Context: an optimization exercise on an open-source flow, tuned for small area, a short achievable clock period and few clock cycles per item. The choices shown serve that exercise and are no tape-out recipe.
Function was checked by simulation only, so behaviour that the tests miss may differ from the original.

== the reference run ==
## q_update_engine
module q_update_engine #(
  parameter int DATA_WIDTH  = 16,
  parameter int FRAC_BITS   = 8,
  parameter int NUM_STATES  = 16,
  parameter int NUM_ACTIONS = 4,
  localparam int SW = $clog2(NUM_STATES),
  localparam int AW = $clog2(NUM_ACTIONS)
) (
  input  logic                  clk,
  input  logic                  rst_n,
  input  logic                  clear,
  input  logic                  in_valid,
  output logic                  in_ready,
  input  logic [SW-1:0]         in_state,
  input  logic [AW-1:0]         in_action,
  input  logic [SW-1:0]         in_next_state,
  input  logic [DATA_WIDTH-1:0] in_reward,
  input  logic                  in_terminal,
  input  logic [DATA_WIDTH-1:0] alpha,
  input  logic [DATA_WIDTH-1:0] gamma,
  output logic                  out_valid,
  input  logic                  out_ready,
  output logic [DATA_WIDTH-1:0] out_q_new,
  output logic [AW-1:0]         out_best_action,
  output logic                  busy
);
Size: ~6000 cells after synthesis, about 1400 flip-flops, ~74000 um2 of cells after synthesis.
Settings: LEC_CHECK=0, CAP_MARGIN=30, CORE_MARGIN=2, CORE_UTILIZATION=45, CTS_CLUSTER_DIAMETER=100, CTS_CLUSTER_SIZE=20, PLACE_DENSITY=0.55, SLEW_MARGIN=25; clock period 14.0 ns.
standard.sh (not shown) runs the stock make flow with config.mk's settings and CLKGATE_MAP_FILE= SYNTH_SCRIPT=/design/flow/synth_recipe.tcl, a recipe that flattens the netlist after the stock synthesis.
==> flow/flow/run.sh <==
#!/bin/bash
# The standard layout (standard.sh, unchanged synthesis and steps), with
# timing repair aimed at a setup slack of 8.3 ns at the design's 14 ns clock:
# repair_timing then works on every path longer than 5.7 ns instead of only on
# violating ones. All of make's output goes to standard.log; ORFS keeps each
# step's own log under orfs/logs/.
set -euo pipefail
bash standard.sh SETUP_SLACK_MARGIN=8.3 finish > standard.log 2>&1
Testbench counts of the reference run, summed over its fixed seeds: cycles 2,683, items 2,400.
[inputs] the trial run vs the reference run
diff --git a/flow/design.v b/flow/design.v
--- a/flow/design.v
+++ b/flow/design.v
@@ -155,16 +155,17 @@
   function automatic logic small12(input logic [15:0] v);
     small12 = (v[15:11] == 5'h00) || (v[15:11] == 5'h1f);
   endfunction
   function automatic logic small13(input logic [15:0] v);
     small13 = (v[15:12] == 4'h0) || (v[15:12] == 4'hf);
   endfunction
   assign b1_fast = b1_asmall && small13(b1_q) && small12(b1_r) &&
-                   (b1_term || (b1_gsmall && small12(b1_row[0]) && small12(b1_row[1]) &&
-                                small12(b1_row[2]) && small12(b1_row[3])));
+                   (b1_term || (b1_gsmall && (small12(b1_row[0]) || m[0]) &&
+                                (small12(b1_row[1]) || m[1]) && (small12(b1_row[2]) || m[2]) &&
+                                (small12(b1_row[3]) || m[3])));
   logic [9:0] g_eff;
   assign g_eff = b1_term ? 10'd0 : b1_gamma[9:0];
   logic [4:0]  nx, nst;           
   logic [9:0]  ny;
   logic [17:0] nra, nrb;
   always_comb begin
     case (b2_ph)
==> run notes <==
Top fanout value on the critical path (lower): the trial run. The trial run has final cell count above what the reference run had. Going from the reference run to the trial run, synthesized cell count higher, largest stage delay on the critical path lost 0.36 ns, wire length went down by about 2.7%, global-route wire length before repair decreased 9400 um, met3 wire length higher. Compared to the reference run, the trial run has met3 global-route usage 1.4 points higher. Cmp the trial run and the reference run / part of the Yosys area used for sequential elements / lower: the trial run. The critical path class comes out primary input to flop in one run and flop to primary output in the other, namely in the reference run and the trial run respectively. Between the trial run and the reference run, the difference in area share of fa/ha/maj cells after synthesis is negligible. Looking at capture point of the worst path, the in_ready result is from the trial run; the b1_q[5]$_DFFE_PP_ one comes from the reference run. Core utilization (lower): the reference run. The reference run -> the trial run: xor and xnor area share after synthesis flat.
Testbench counts of the trial run, summed over its fixed seeds: cycles 2,683, items 2,400.

========
q_update_engine, a different RTL version from the one above (not shown whole).
Settings: LEC_CHECK=0, CAP_MARGIN=30, CORE_MARGIN=2, CORE_UTILIZATION=45, CTS_CLUSTER_DIAMETER=100, CTS_CLUSTER_SIZE=20, PLACE_DENSITY=0.55, SLEW_MARGIN=25; clock period 14.0 ns.
Scripts as last shown in full above: flow/flow/run.sh
Testbench counts at the start, summed over its fixed seeds: cycles 2,922, items 2,400.
Change:
--- a/flow/design.v
+++ b/flow/design.v
@@ -66,21 +66,20 @@
   logic         b1_term, b1_gsmall, b1_asmall;
   logic [15:0]  b1_r, b1_alpha, b1_gamma, b1_q;
   logic [15:0]  b1_row [NA];
   logic [15:0]  b2_x, c_x;
   logic [14:0]  b2_d, c_d;         
   logic [9:0]   b2_ay;
   logic [17:0]  b2_e;
   logic [15:0]  b2_cq, c_q;         
   logic         b2_fast, b2_asmall, b2_gsmall;
   logic [4:0]   b2_ph;
-  logic [9:0]   c_lo;              
   logic [25:0]  acc;               
   logic         hb, hs;            
   logic [17:0]  e0, e1, e2;        
   logic [1:0]   cnt;
   logic [15:0]  q_new;
   localparam logic [4:0] S_FIRST = 5'd0,
     S_G1X = 5'd1,  S_G1C = 5'd2,  S_GHX = 5'd3,  S_GLP = 5'd4,  S_GLX = 5'd5,
     S_GLC = 5'd6,  S_TX  = 5'd7,  S_TC  = 5'd8,  S_DX  = 5'd9,  S_DC  = 5'd10,
     S_APX = 5'd11, S_APC = 5'd12, S_AHX = 5'd13, S_ALP = 5'd14, S_ALX = 5'd15,
     S_ALC = 5'd16, S_QX  = 5'd17, S_QC  = 5'd18, S_FX  = 5'd19;
@@ -193,61 +192,60 @@
   logic [9:0]  y_m;
   assign ra_m = b1_shadow ? nra : sx(b1_r);
   assign rb_m = b1_shadow ? nrb : sx(b1_q);
   assign y_m  = b1_shadow ? ny  : g_eff;
   assign e_n  = ehi(ra_m, rb_m, y_m);
   logic [25:0] b2_ps, b2_pc, b2_p;
   logic [15:0] acc_out;
   qe_btree u_b2 (.x(b2_x), .one(b2_d[4:0]), .two(b2_d[9:5]), .neg(b2_d[14:10]),
                  .e({b2_e, elo(b2_d)}), .s(b2_ps), .c(b2_pc));
   assign b2_p    = b2_ps + b2_pc;
-  assign acc     = {c_lo[9:8], c_x, c_lo[7:0]};
   assign acc_out = sat18(acc[25:8]);
   always_ff @(posedge clk) begin
     if (b1_adv) begin
       b2_x      <= mx;
       b2_d      <= booth(g_eff);
       b2_e      <= e_n;
       b2_cq     <= b1_q;
       b2_ay     <= b1_alpha[9:0];
       b2_s      <= b1_s;
       b2_a      <= b1_a;
       b2_best   <= b1_term ? 2'd0 : best;
       b2_fast   <= b1_fast;
       b2_asmall <= b1_asmall;
       b2_gsmall <= b1_gsmall;
       b2_ph     <= S_FIRST;
     end else if (b2_v && !b2_done) begin
       b2_d  <= booth(ny);
       b2_e  <= e_n;
       b2_ph <= nst;
       case (b2_ph)
+        S_G1X, S_GHX, S_GLX, S_TX, S_DX, S_APX, S_AHX, S_ALX, S_QX: acc <= b2_p;
         S_G1C, S_TC, S_DC, S_APC, S_QC: b2_x <= acc_out;
         S_GLP, S_ALP: begin
           hb <= !((&acc[25:16]) || !(|acc[25:16]));
           hs <= acc[25];
         end
         S_GLC, S_ALC: b2_x <= hb ? (hs ? 16'h8000 : 16'h7fff) : acc_out;
         default: ;
       endcase
       if (b2_ph == S_FIRST) b2_cq <= '0;
       if (b2_ph == S_FIRST) b2_ay <= 10'd256;
     end
   end
   logic [23:0] c_ps, c_pc, c_p;
   qe_btreek u_c (.x(c_x), .one(c_d[4:0]), .two(c_d[9:5]), .neg(c_d[14:10]),
                  .e({c_q, elo(c_d)}), .s(c_ps), .c(c_pc));
   assign c_p   = c_ps + c_pc;
   assign q_new = c_p[23:8];
   always_ff @(posedge clk) begin
     c_x    <= b2_p[23:8];
-    c_lo   <= {b2_p[25:24], b2_p[7:0]};
     c_d    <= booth(b2_ay);
     c_q    <= b2_cq;
     c_s    <= b2_s;
     c_a    <= b2_a;
     c_best <= b2_best;
   end
   always_ff @(posedge clk) begin
     for (int i = 0; i < NS; i++)
       for (int j = 0; j < NA; j++)
         if (c_v && c_s == 4'(i) && (c_a == 2'(j) || !rv[i]))
What happened: Worst hold slack gets better by 0.0080 ns; cell count goes down by 1.2%; clock skew is higher by 0.014 ns; wire length climbs by 2.3%; first-iteration DRC count came out lower by 6.3%; utilization rose by 0.11 points; setup slack loses 0.069 ns; maximum frequency drops by 1.2%.
Testbench counts after the change, summed over its fixed seeds: cycles 2,922, items 2,400.

[static timing again, ports no longer ideal]
The results above use ideal ports. As a check the final layouts listed here were re-extracted and re-timed, cells and wires unchanged.
Step 1 sets driving cells, clkbuf_16 on the clock port and buf_2 on the other inputs (assumed; they add their load-dependent delay and slew).
Step 2 moves the port delays by t, midway between the first and last clock arrival at a register: inputs arrive t later, outputs are due t later. That takes back most of the time a late clock gives input paths.
a / b / c = ideal ports / drivers / drivers and shift; a / b = the first two.
run | shift t [ns] | setup slack, ns | worst register clock-pin slew, ns
the reference run | 0.831 | 8.131 / 8.094 / 7.365 | 0.10 / 0.10
the trial run | 0.841 | 7.818 / 7.731 / 7.308 | 0.10 / 0.10
the first run of note 2 | 0.816 | 8.105 / 8.045 / 7.416 | 0.10 / 0.10
the second run of note 2 | 0.830 | 8.036 / 8.071 / 7.263 | 0.10 / 0.10
After both steps every run listed still meets setup and hold. For the second run of note 2, which loses most, drivers alone change the setup slack by +0.035 ns; drivers and shift together by -0.773 ns.
